Context: an optimization exercise on an open-source flow, tuned for small area and a short achievable clock period. The choices shown serve that exercise and are no tape-out recipe. Where RTL was checked, it was by simulation tests only, not by an equivalence proof against the original.

==> flow/design.v (excerpt) <==
module eqController #(
    parameter int ADDR_WIDTH     = 6,
    parameter int GAIN_FRAC_BITS = 14
) (
    input  logic                  S_AXI_ACLK,
    input  logic                  S_AXI_ARESETN,
    input  logic                  wr,
    input  logic [ADDR_WIDTH-1:0] wrAddr,
    input  logic [31:0]           wrData,
    output logic                  adcReq,
    output logic [15:0]           adcCmd,
    input  logic                  adcAck,
    input  logic [15:0]           adcData,
    output logic                  dacReq,
    output logic [31:0]           dacWord,
    input  logic                  dacAck
);
    logic        enable;
    logic [15:0] gain0, gain1;
    logic        rst;
    logic        weEn, weG0, weG1;
    logic [15:0] gainIn;
    assign rst    = !S_AXI_ARESETN;
    assign weEn   = rst | (wr && wrAddr == ADDR_WIDTH'(4));
    assign weG0   = rst | (wr && wrAddr == ADDR_WIDTH'(6));
    assign weG1   = rst | (wr && wrAddr == ADDR_WIDTH'(7));
    assign gainIn = (wrData[15:0] & {16{~rst}}) | (16'h4000 & {16{rst}});
    always_ff @(posedge S_AXI_ACLK) begin
        if (weEn) enable <= wrData[0] & ~rst;
        if (weG0) gain0  <= gainIn;
        if (weG1) gain1  <= gainIn;
    end
    localparam logic [3:0] S_IDLE = 4'd0;
    localparam logic [3:0] S_AREQ = 4'd1;
    localparam logic [3:0] S_AREL = 4'd2;
    localparam logic [3:0] S_C0   = 4'd3;
    localparam logic [3:0] S_C1   = 4'd4;
    localparam logic [3:0] S_C2   = 4'd5;
    localparam logic [3:0] S_C3   = 4'd6;
    localparam logic [3:0] S_DREQ = 4'd7;
    localparam logic [3:0] S_DREL = 4'd8;
    localparam logic [3:0] S_N1   = 4'd9;
    localparam logic [3:0] S_NX   = 4'd10;
    logic [3:0] state;
    logic       chan;
    always_ff @(posedge S_AXI_ACLK) begin
        if (!S_AXI_ARESETN) begin
            state <= S_IDLE;
            chan  <= 1'b0;
        end else begin
            case (state)
                S_IDLE: if (enable) state <= S_AREQ;
                S_AREQ: if (adcAck) state <= S_AREL;
                S_AREL: if (!adcAck) state <= S_C0;
                S_C0:   state <= S_C1;
                S_C1:   state <= S_C2;
                S_C2:   state <= S_C3;
                S_C3:   state <= S_DREQ;
                S_DREQ: if (dacAck) state <= S_DREL;
  ...
For scale: roughly 89 flip-flops, ~110 I/O pins, about 6600 sq um of cells after synthesis.
clock: 7.0 ns
lec_check: 0
abc_area: 0
cap_margin: 0
core_margin: 2
core_utilization: 55
cts_buf_list: sky130_fd_sc_hd__clkbuf_4 sky130_fd_sc_hd__clkbuf_8
place_density: 0.75
setup_slack_margin: 3
slew_margin: 0
tns_end_percent: 5
standard.sh (not shown) runs the stock make flow with config.mk's settings and CLKGATE_MAP_FILE= SYNTH_SCRIPT=/design/flow/synth_recipe.tcl, a recipe that flattens the netlist after the stock synthesis.
==> flow/flow/run.sh <==
#!/bin/bash
# The standard layout (standard.sh), with every input port buffered by a buf_1 cell
# and every output port by a buf_2 cell, instead of the delay buffer buffer_ports
# picks by default. The buffers are placed by flow/ports.tcl, sourced just before
# global placement, where the standard flow would call buffer_ports.
export DONT_BUFFER_PORTS=1
export PRE_GLOBAL_PLACE_TCL="$PWD/flow/ports.tcl"
bash standard.sh > standard.log 2>&1
==> flow/flow/ports.tcl <==
# Port buffers, as the standard flow's buffer_ports, with chosen cells.
puts "Perform port buffering (flow/ports.tcl)..."
buffer_ports -inputs -buffer_cell sky130_fd_sc_hd__buf_1
buffer_ports -outputs -buffer_cell sky130_fd_sc_hd__buf_2
Next try:
--- a/flow/config.mk
+++ b/flow/config.mk
@@ -10,6 +10,6 @@
 export CORE_MARGIN = 2
-export CORE_UTILIZATION = 55
+export CORE_UTILIZATION = 45
 export CTS_BUF_LIST = sky130_fd_sc_hd__clkbuf_4 sky130_fd_sc_hd__clkbuf_8
-export PLACE_DENSITY = 0.75
-export SETUP_SLACK_MARGIN = 3
+export PLACE_DENSITY = 0.65
+export SETUP_SLACK_MARGIN = 4
 export SLEW_MARGIN = 0
Effect: Cell count goes up by about 8%. Routed wire length grows by about 8%.
Next try:
--- a/flow/config.mk
+++ b/flow/config.mk
@@ -10,5 +10,5 @@
 export CORE_MARGIN = 2
-export CORE_UTILIZATION = 45
+export CORE_UTILIZATION = 55
 export CTS_BUF_LIST = sky130_fd_sc_hd__clkbuf_4 sky130_fd_sc_hd__clkbuf_8
-export PLACE_DENSITY = 0.65
+export PLACE_DENSITY = 0.75
 export SETUP_SLACK_MARGIN = 4
The new run passed the timing, design-rule and antenna checks.
Global-route usage climbs by 3.4 points.
Final area fell by 3.6%.
Worst setup slack improves by 3.7 ps.
Non-clock buffer count came out lower by 17.
Utilization rose by 8.8 points.
Cell count fell by 6.0%.
Maximum frequency hardly moves.
Next try:
--- a/flow/config.mk
+++ b/flow/config.mk
@@ -13,3 +13,3 @@
 export PLACE_DENSITY = 0.75
-export SETUP_SLACK_MARGIN = 4
+export SETUP_SLACK_MARGIN = 3.75
 export SLEW_MARGIN = 0
Routed wire length increases by 3.1%.
Fmax rises by 0.32%.
First-iteration DRC count rises by 9.6%.
Hold slack hardly moves.
Synthesized cell count stays the same.
Area after synthesis does not change.
Core utilization goes up by 1.2 points.
Via count rises by 1.5%.
Sequential cell count is unchanged.
Clock skew barely changes.
Next try:
--- a/flow/config.mk
+++ b/flow/config.mk
@@ -7,4 +7,4 @@
 export LEC_CHECK = 0
-export ABC_AREA = 0
-export CAP_MARGIN = 0
+export ABC_AREA = 1
+export CAP_MARGIN = 20
 export CORE_MARGIN = 2
@@ -13,4 +13,4 @@
 export PLACE_DENSITY = 0.75
-export SETUP_SLACK_MARGIN = 3.75
-export SLEW_MARGIN = 0
+export SETUP_SLACK_MARGIN = 3
+export SLEW_MARGIN = 20
 export TNS_END_PERCENT = 5
=> The changed run passed the timing, design-rule and antenna checks. Global-route usage came out higher by 0.31 points. Routed wire length falls by a few percent. Critical path depth grows by 2. Clock skew stays flat. Sequential cell count stays the same. Area after synthesis rises slightly. Die area climbs slightly. Count of clock-buffer cells in the layout does not change. First-iteration DRC count came out lower by about a fifth. Register-to-register slack loses 250 ps.

## main
eqController, a different RTL version from the one above (not shown whole).
For scale: ~720 cells after synthesis.
==> flow/config.mk <==
export PLATFORM = sky130hd
export DESIGN_NAME = eqController
export DESIGN_NICKNAME = eqController
export VERILOG_FILES = /design/flow/design.v
export SDC_FILE = /design/flow/constraint.sdc
export NUM_CORES = 4
export LEC_CHECK = 0
export ABC_AREA = 0
export CAP_MARGIN = 0
export CORE_MARGIN = 2
export CORE_UTILIZATION = 55
export CTS_BUF_LIST = sky130_fd_sc_hd__clkbuf_4 sky130_fd_sc_hd__clkbuf_8
export PLACE_DENSITY = 0.75
export SETUP_SLACK_MARGIN = 4.5
export SLEW_MARGIN = 0
export TNS_END_PERCENT = 5
==> flow/constraint.sdc <==
create_clock -name core_clock -period 7.0 [get_ports {S_AXI_ACLK}]
set_input_delay 1.4000 -clock core_clock [delete_from_list [all_inputs] [get_ports {S_AXI_ACLK}]]
set_output_delay 1.4000 -clock core_clock [all_outputs]
set_load 0.01 [all_outputs]
Scripts as last shown in full above: flow/flow/run.sh, flow/flow/ports.tcl
Changes in the feature branch relative to main:
- a change of SETUP_SLACK_MARGIN from 4.5 to 3.25
Findings:
- Shortest clock period the worst path allows after layout: the feature branch vs main up 0.25 ns
- Post-cts sizing count for the feature branch: 32 down relative to main
- The feature branch has fmax below what main had.
- Side by side, number of buffers other than clock buffers in the final layout turned out lower in the feature branch than in main.
No run of this note included a check of the RTL's function; only the layout flow was run.

== red ==
The RTL this note starts from:
==> flow/design.v <==
module eqController #(
    parameter int ADDR_WIDTH     = 6,
    parameter int GAIN_FRAC_BITS = 14
) (
    input  logic                  S_AXI_ACLK,
    input  logic                  S_AXI_ARESETN,
    input  logic                  wr,
    input  logic [ADDR_WIDTH-1:0] wrAddr,
    input  logic [31:0]           wrData,
    output logic                  adcReq,
    output logic [15:0]           adcCmd,
    input  logic                  adcAck,
    input  logic [15:0]           adcData,
    output logic                  dacReq,
    output logic [31:0]           dacWord,
    input  logic                  dacAck
);
    logic        enable;
    logic [15:0] gain0, gain1;
    logic        rst;
    logic        weEn, weG0, weG1;
    logic [15:0] gainIn;
    assign rst    = !S_AXI_ARESETN;
    assign weEn   = rst | (wr && wrAddr == ADDR_WIDTH'(4));
    assign weG0   = rst | (wr && wrAddr == ADDR_WIDTH'(6));
    assign weG1   = rst | (wr && wrAddr == ADDR_WIDTH'(7));
    assign gainIn = (wrData[15:0] & {16{~rst}}) | (16'h4000 & {16{rst}});
    always_ff @(posedge S_AXI_ACLK) begin
        if (weEn) enable <= wrData[0] & ~rst;
        if (weG0) gain0  <= gainIn;
        if (weG1) gain1  <= gainIn;
    end
    localparam logic [3:0] S_IDLE = 4'd0;
    localparam logic [3:0] S_AREQ = 4'd1;
    localparam logic [3:0] S_AREL = 4'd2;
    localparam logic [3:0] S_C0   = 4'd3;
    localparam logic [3:0] S_C1   = 4'd4;
    localparam logic [3:0] S_C2   = 4'd5;
    localparam logic [3:0] S_C3   = 4'd6;
    localparam logic [3:0] S_DREQ = 4'd7;
    localparam logic [3:0] S_DREL = 4'd8;
    localparam logic [3:0] S_N1   = 4'd9;
    localparam logic [3:0] S_NX   = 4'd10;
    logic [3:0] state;
    logic       chan;
    always_ff @(posedge S_AXI_ACLK) begin
        if (!S_AXI_ARESETN) begin
            state <= S_IDLE;
            chan  <= 1'b0;
        end else begin
            case (state)
                S_IDLE: if (enable) state <= S_AREQ;
                S_AREQ: if (adcAck) state <= S_AREL;
                S_AREL: if (!adcAck) state <= S_C0;
                S_C0:   state <= S_C1;
                S_C1:   state <= S_C2;
                S_C2:   state <= S_C3;
                S_C3:   state <= S_DREQ;
                S_DREQ: if (dacAck) state <= S_DREL;
                S_DREL: if (!dacAck) state <= S_N1;
                S_N1: begin
                    state <= S_NX;
                    chan  <= !chan;
                end
                S_NX:   state <= enable ? S_AREQ : S_IDLE;
                default: state <= S_IDLE;
            endcase
        end
    end
    assign adcReq = (state == S_AREQ);
    assign dacReq = (state == S_DREQ);
    logic [15:0] s;
    logic [16:0] sx;
    always_ff @(posedge S_AXI_ACLK) s <= {~adcData[15], adcData[14:0]};
    assign sx = {s[15], s};
    logic        hit;
    logic [15:0] gSel;
    logic [5:0]  gNextLo;
    assign hit     = wr && (wrAddr == ADDR_WIDTH'({5'd3, chan}));
    assign gSel    = chan ? gain1 : gain0;
    assign gNextLo = hit ? wrData[5:0] : gSel[5:0];
    logic [4:0] gT;
    always_ff @(posedge S_AXI_ACLK) gT <= gSel[15:11];
    logic [6:0] win;
    always_comb begin
        case (state)
            S_C0:    win = {gNextLo, 1'b0};
            S_C1:    win = gSel[11:5];
            default: win = {gT[4], gT[4], gT};
        endcase
    end
    logic [2:0] dNeg, dOne, dTwo;
    always_ff @(posedge S_AXI_ACLK) begin
        for (int k = 0; k < 3; k++) begin
            logic [2:0] w;
            w = win[2*k +: 3];
            dNeg[k] <= w[2] & ~(w[1] & w[0]);
            dOne[k] <= w[1] ^ w[0];
            dTwo[k] <= (w[2] & ~w[1] & ~w[0]) | (~w[2] & w[1] & w[0]);
        end
    end
    logic [16:0] p0, p1, p2;
    assign p0 = (({17{dOne[0]}} & sx) | ({17{dTwo[0]}} & {sx[15:0], 1'b0})) ^ {17{dNeg[0]}};
    assign p1 = (({17{dOne[1]}} & sx) | ({17{dTwo[1]}} & {sx[15:0], 1'b0})) ^ {17{dNeg[1]}};
    assign p2 = (({17{dOne[2]}} & sx) | ({17{dTwo[2]}} & {sx[15:0], 1'b0})) ^ {17{dNeg[2]}};
    logic [19:0] acc;
    logic        first;
    logic [15:0] A;
    logic        Ahi;
    always_ff @(posedge S_AXI_ACLK) first <= (state == S_C0);    
    always_comb begin
        A      = acc[19:4] & {16{~first}};
        A[4]   = first ? dNeg[2] : acc[8];
        A[10]  = first ? (gSel[11] & ~(gSel[10] & gSel[9])) : acc[14];
        Ahi    = ~A[15];
    end
    wire t0 = A[0] ^ p0[0];
    wire t1 = t0 ^ dNeg[0];
    wire t2 = t0 ? dNeg[0] : A[0];
    wire t3 = A[1] ^ p0[1];
    wire t4 = A[1] & p0[1];
    wire t5 = A[2] ^ p0[2];
    wire t6 = t5 ? p1[0] : A[2];
    wire t7 = t5 ^ p1[0] ^ dNeg[1];
    wire t8 = ~t7 & dNeg[1];
    wire t9 = A[3] ^ p0[3];
    wire t10 = t9 ? p1[1] : A[3];
    wire t11 = t9 ^ p1[1];
    wire t12 = t11 ^ t6;
    wire t13 = t11 & t6;
    wire t14 = A[4] ^ p0[4];
    wire t15 = t14 ? p1[2] : A[4];
    wire t16 = t14 ^ p1[2] ^ p2[0];
    wire t17 = t16 ^ t10;
    wire t18 = t16 ? t10 : p2[0];
    wire t19 = A[5] ^ p0[5];
    wire t20 = t19 ? p1[3] : A[5];
    wire t21 = t19 ^ p1[3] ^ p2[1];
    wire t22 = t21 ^ t15;
    wire t23 = t21 ? t15 : p2[1];
    wire t24 = A[6] ^ p0[6];
    wire t25 = t24 ? p1[4] : A[6];
    wire t26 = t24 ^ p1[4] ^ p2[2];
    wire t27 = t26 ^ t20;
    wire t28 = t26 ? t20 : p2[2];
    wire t29 = A[7] ^ p0[7];
    wire t30 = t29 ? p1[5] : A[7];
    wire t31 = t29 ^ p1[5] ^ p2[3];
    wire t32 = t31 ^ t25;
    wire t33 = t31 ? t25 : p2[3];
    wire t34 = A[8] ^ p0[8];
    wire t35 = t34 ? p1[6] : A[8];
    wire t36 = t34 ^ p1[6] ^ p2[4];
    wire t37 = t36 ^ t30;
    wire t38 = t36 ? t30 : p2[4];
    wire t39 = A[9] ^ p0[9];
    wire t40 = t39 ? p1[7] : A[9];
    wire t41 = t39 ^ p1[7] ^ p2[5];
    wire t42 = t41 ^ t35;
    wire t43 = t41 ? t35 : p2[5];
    wire t44 = A[10] ^ p0[10];
    wire t45 = t44 ? p1[8] : A[10];
    wire t46 = t44 ^ p1[8] ^ p2[6];
    wire t47 = t46 ^ t40;
    wire t48 = t46 ? t40 : p2[6];
    wire t49 = A[11] ^ p0[11];
    wire t50 = t49 ? p1[9] : A[11];
    wire t51 = t49 ^ p1[9] ^ p2[7];
    wire t52 = t51 ^ t45;
    wire t53 = t51 ? t45 : p2[7];
    wire t54 = A[12] ^ p0[12];
    wire t55 = t54 ? p1[10] : A[12];
    wire t56 = t54 ^ p1[10] ^ p2[8];
    wire t57 = t56 ^ t50;
    wire t58 = t56 ? t50 : p2[8];
    wire t59 = A[13] ^ p0[13];
    wire t60 = t59 ? p1[11] : A[13];
    wire t61 = t59 ^ p1[11] ^ p2[9];
    wire t62 = t61 ^ t55;
    wire t63 = t61 ? t55 : p2[9];
    wire t64 = A[14] ^ p0[14];
    wire t65 = t64 ? p1[12] : A[14];
    wire t66 = t64 ^ p1[12] ^ p2[10];
    wire t67 = t66 ^ t60;
    wire t68 = t66 ? t60 : p2[10];
    wire t69 = A[15] ^ p0[15];
    wire t70 = t69 ? p1[13] : A[15];
    wire t71 = t69 ^ p1[13] ^ p2[11];
    wire t72 = t71 ^ t65;
    wire t73 = t71 ? t65 : p2[11];
    wire t74 = Ahi ^ ~p0[16];
    wire t75 = t74 ? p1[14] : Ahi;
    wire t76 = t74 ^ p1[14] ^ p2[12];
    wire t77 = t76 ^ t70;
    wire t78 = t76 ? t70 : p2[12];
    wire t79 = p2[13] ^ ~p1[15];
    wire t80 = t79 ^ t75;
    wire t81 = t79 ? t75 : p2[13];
    wire t82 = ~p1[16] ^ p2[14];
    wire t83 = t82 ^ p1[15];
    wire t84 = t82 ? p1[15] : ~p1[16];
    wire [21:0] csaX = {1'b1, ~p2[16], ~p2[15], t83, t80, t77, t72, t67, t62, t57, t52, t47, t42, t37, t32, t27, t22, t17, t12, t7, t3, t1};
    wire [21:0] csaY = {1'b0, p2[15], t84, t81, t78, t73, t68, t63, t58, t53, t48, t43, t38, t33, t28, t23, t18, t13, t8, t4, t2, 1'b0};
    logic [21:0] sum;
    assign sum = csaX + csaY;
    always_ff @(posedge S_AXI_ACLK) begin
        if (state == S_C1 || state == S_C2 || state == S_C3) acc <= sum[21:2];
    end
    logic        ovf;
    logic [15:0] code;
    assign ovf  = (acc[17] != acc[16]) || (acc[17] != acc[15]);
    assign code = ovf ? {16{~acc[17]}} : {~acc[15], acc[14:0]};
    assign adcCmd  = {1'b1, chan, 14'd0};
    assign dacWord = {15'h0018, chan, code};
endmodule
clock: 7.0 ns
lec_check: 0
abc_area: 0
cap_margin: 0
core_margin: 2
core_utilization: 55
cts_buf_list: sky130_fd_sc_hd__clkbuf_4 sky130_fd_sc_hd__clkbuf_8
place_density: 0.75
setup_slack_margin: 3.25
slew_margin: 0
tns_end_percent: 5
==> flow/flow/run.sh <==
#!/bin/bash
# The standard layout (standard.sh), with every port buffered by a buf_2 cell
# instead of the delay buffer that buffer_ports picks by default. The standard
# flow's own buffer_ports call places them (after global placement's
# remove_buffers), with this cell.
export BUFFER_PORTS_ARGS="-buffer_cell sky130_fd_sc_hd__buf_2"
bash standard.sh > standard.log 2>&1
red closes out successfully: all stages finished, all timing, DRC and antenna checks passed.
### red -> blue
Settings: SETUP_SLACK_MARGIN: 3.25 -> 3.5.
==> flow/flow/run.sh <==
#!/bin/bash
# The standard layout (standard.sh), with every input port buffered by a buf_1 cell
# and every output port by a buf_2 cell, instead of the delay buffer buffer_ports
# picks by default. The buffers are placed by flow/ports.tcl, sourced just before
# global placement, where the standard flow would call buffer_ports.
export DONT_BUFFER_PORTS=1
export PRE_GLOBAL_PLACE_TCL="$PWD/flow/ports.tcl"
bash standard.sh > standard.log 2>&1
==> flow/flow/ports.tcl (new file) <==
# Port buffers, as the standard flow's buffer_ports, with chosen cells.
puts "Perform port buffering (flow/ports.tcl)..."
buffer_ports -inputs -buffer_cell sky130_fd_sc_hd__buf_1
buffer_ports -outputs -buffer_cell sky130_fd_sc_hd__buf_2
[summary]
blue reached the final stage; the timing, design-rule and antenna checks on its layout passed. blue: area growth from synthesis to layout 0.76 points above red. Taking red as the reference, in blue register fraction of the total cell area held steady; effective utilization at floorplan held steady; share of final layout cell area taken by non-clock buffers shrank by 1.7 points.
Input-level comparison between green and blue:
Settings: swapping 3.5 for 3.25 in SETUP_SLACK_MARGIN.
==> flow/flow/run.sh <==
#!/bin/bash
# The standard layout (standard.sh), with every port buffered by a buf_1 cell
# instead of the delay buffer that buffer_ports picks by default. The standard
# flow's own buffer_ports call places them (after global placement's
# remove_buffers), with this cell.
export BUFFER_PORTS_ARGS="-buffer_cell sky130_fd_sc_hd__buf_1"
bash standard.sh > standard.log 2>&1
removed: flow/flow/ports.tcl
Findings:
Row sequential cell area share: green higher / blue lower
Diff blue -> green | number of non-filler instances in the completed layout | up by a few percent
green vs blue — wire length of the first global-routing pass dropped by a few percent
blue and green ended up with nearly the same final hold violation count.
Standard cell core area: green vs blue identical
Between green and blue, the worst hold slack after final layout figures differ only marginally.
Count of plain and timing-repair buffers (green vs. blue) increases by more than 100%
The inputs of orange differ from those of green as listed below.
Settings: SETUP_SLACK_MARGIN now 3.5, was 3.25; TNS_END_PERCENT now 100, was 5.
==> flow/flow/run.sh <==
#!/bin/bash
# The standard layout (standard.sh), with every input port buffered by a buf_1 cell
# and every output port by a buf_2 cell, instead of the delay buffer buffer_ports
# picks by default. The buffers are placed by flow/ports.tcl, sourced just before
# global placement, where the standard flow would call buffer_ports.
export DONT_BUFFER_PORTS=1
export PRE_GLOBAL_PLACE_TCL="$PWD/flow/ports.tcl"
bash standard.sh > standard.log 2>&1
==> flow/flow/ports.tcl (new file) <==
# Port buffers, as the standard flow's buffer_ports, with chosen cells.
puts "Perform port buffering (flow/ports.tcl)..."
buffer_ports -inputs -buffer_cell sky130_fd_sc_hd__buf_1
buffer_ports -outputs -buffer_cell sky130_fd_sc_hd__buf_2
Notes after the runs:
- Flip-flop and latch count after synthesis: orange vs green identical
- Minimum period implied by the final worst setup slack improves in orange relative to green.
Input-level comparison between purple and orange:
Settings: TNS_END_PERCENT now 5, was 100; SETUP_SLACK_MARGIN now 4.5, was 3.5.
Results
- purple: fraction of met3 tracks used by global routing 2.1 points above orange
- [purple] final critical-path share of the clock period fell 2.2 points relative to orange
- purple: aggregate routed wire length 0.97% above orange
- The capture point of the critical path comes out acc[18] in one run and acc[17] in the other, namely in orange and purple respectively.
- Compared with orange, in purple routed length on met3 saw an increase, number of stages on the worst setup path moved up.
- Delta (purple minus orange): shortest clock period the worst path allows after layout saw a decrease.
- Fmax: purple above orange

-- separate check: timing with driven ports --
No port has a modelled driver above. Below, the same layouts with a new extraction and two added sets of constraints. Step 1 sets driving cells, clkbuf_16 on the clock port and buf_2 on the other inputs (assumed; they add their load-dependent delay and slew). Step 2 times the ports against the registers' clock, not the clock port: input delays grow and output delays shrink by t, the midpoint of the rising clock arrivals with the driver on. Slacks: ideal ports / drivers / drivers and shift; pairs: ideal ports / drivers.
run	t (ns)	setup WS [ns]	worst setup path after step 2	clock arrival spread, ns	worst register clock-pin slew, ns
the first run of note 1	0.393	3.162 / 3.162 / 3.162	register to register	0.018 / 0.017	0.10 / 0.10
the second run of note 1	0.410	3.384 / 3.384 / 3.381	input to register	0.016 / 0.016	0.11 / 0.11
the third run of note 1	0.393	3.388 / 3.388 / 3.299	input to register	0.011 / 0.011	0.10 / 0.10
the fourth run of note 1	0.392	3.399 / 3.399 / 3.305	input to register	0.012 / 0.012	0.10 / 0.10
the fifth run of note 1	0.420	3.153 / 3.153 / 3.153	register to register	0.008 / 0.008	0.10 / 0.10
main	0.401	3.657 / 3.657 / 3.630	input to register	0.009 / 0.010	0.10 / 0.10
the feature branch	0.406	3.403 / 3.403 / 3.403	register to register	0.013 / 0.013	0.10 / 0.10
red	0.410	3.429 / 3.429 / 3.429	register to register	0.021 / 0.021	0.11 / 0.11
blue	0.397	3.521 / 3.521 / 3.521	register to register	0.019 / 0.019	0.10 / 0.10
green	0.398	3.429 / 3.429 / 3.429	register to register	0.013 / 0.013	0.10 / 0.10
orange	0.401	3.533 / 3.533 / 3.533	register to register	0.013 / 0.014	0.09 / 0.09
purple	0.396	3.685 / 3.685 / 3.685	register to register	0.020 / 0.021	0.11 / 0.11
After both steps every run listed still meets setup and hold. For the fourth run of note 1, which loses most, drivers alone change the setup slack by 0.000 ns; drivers and shift together by -0.094 ns.
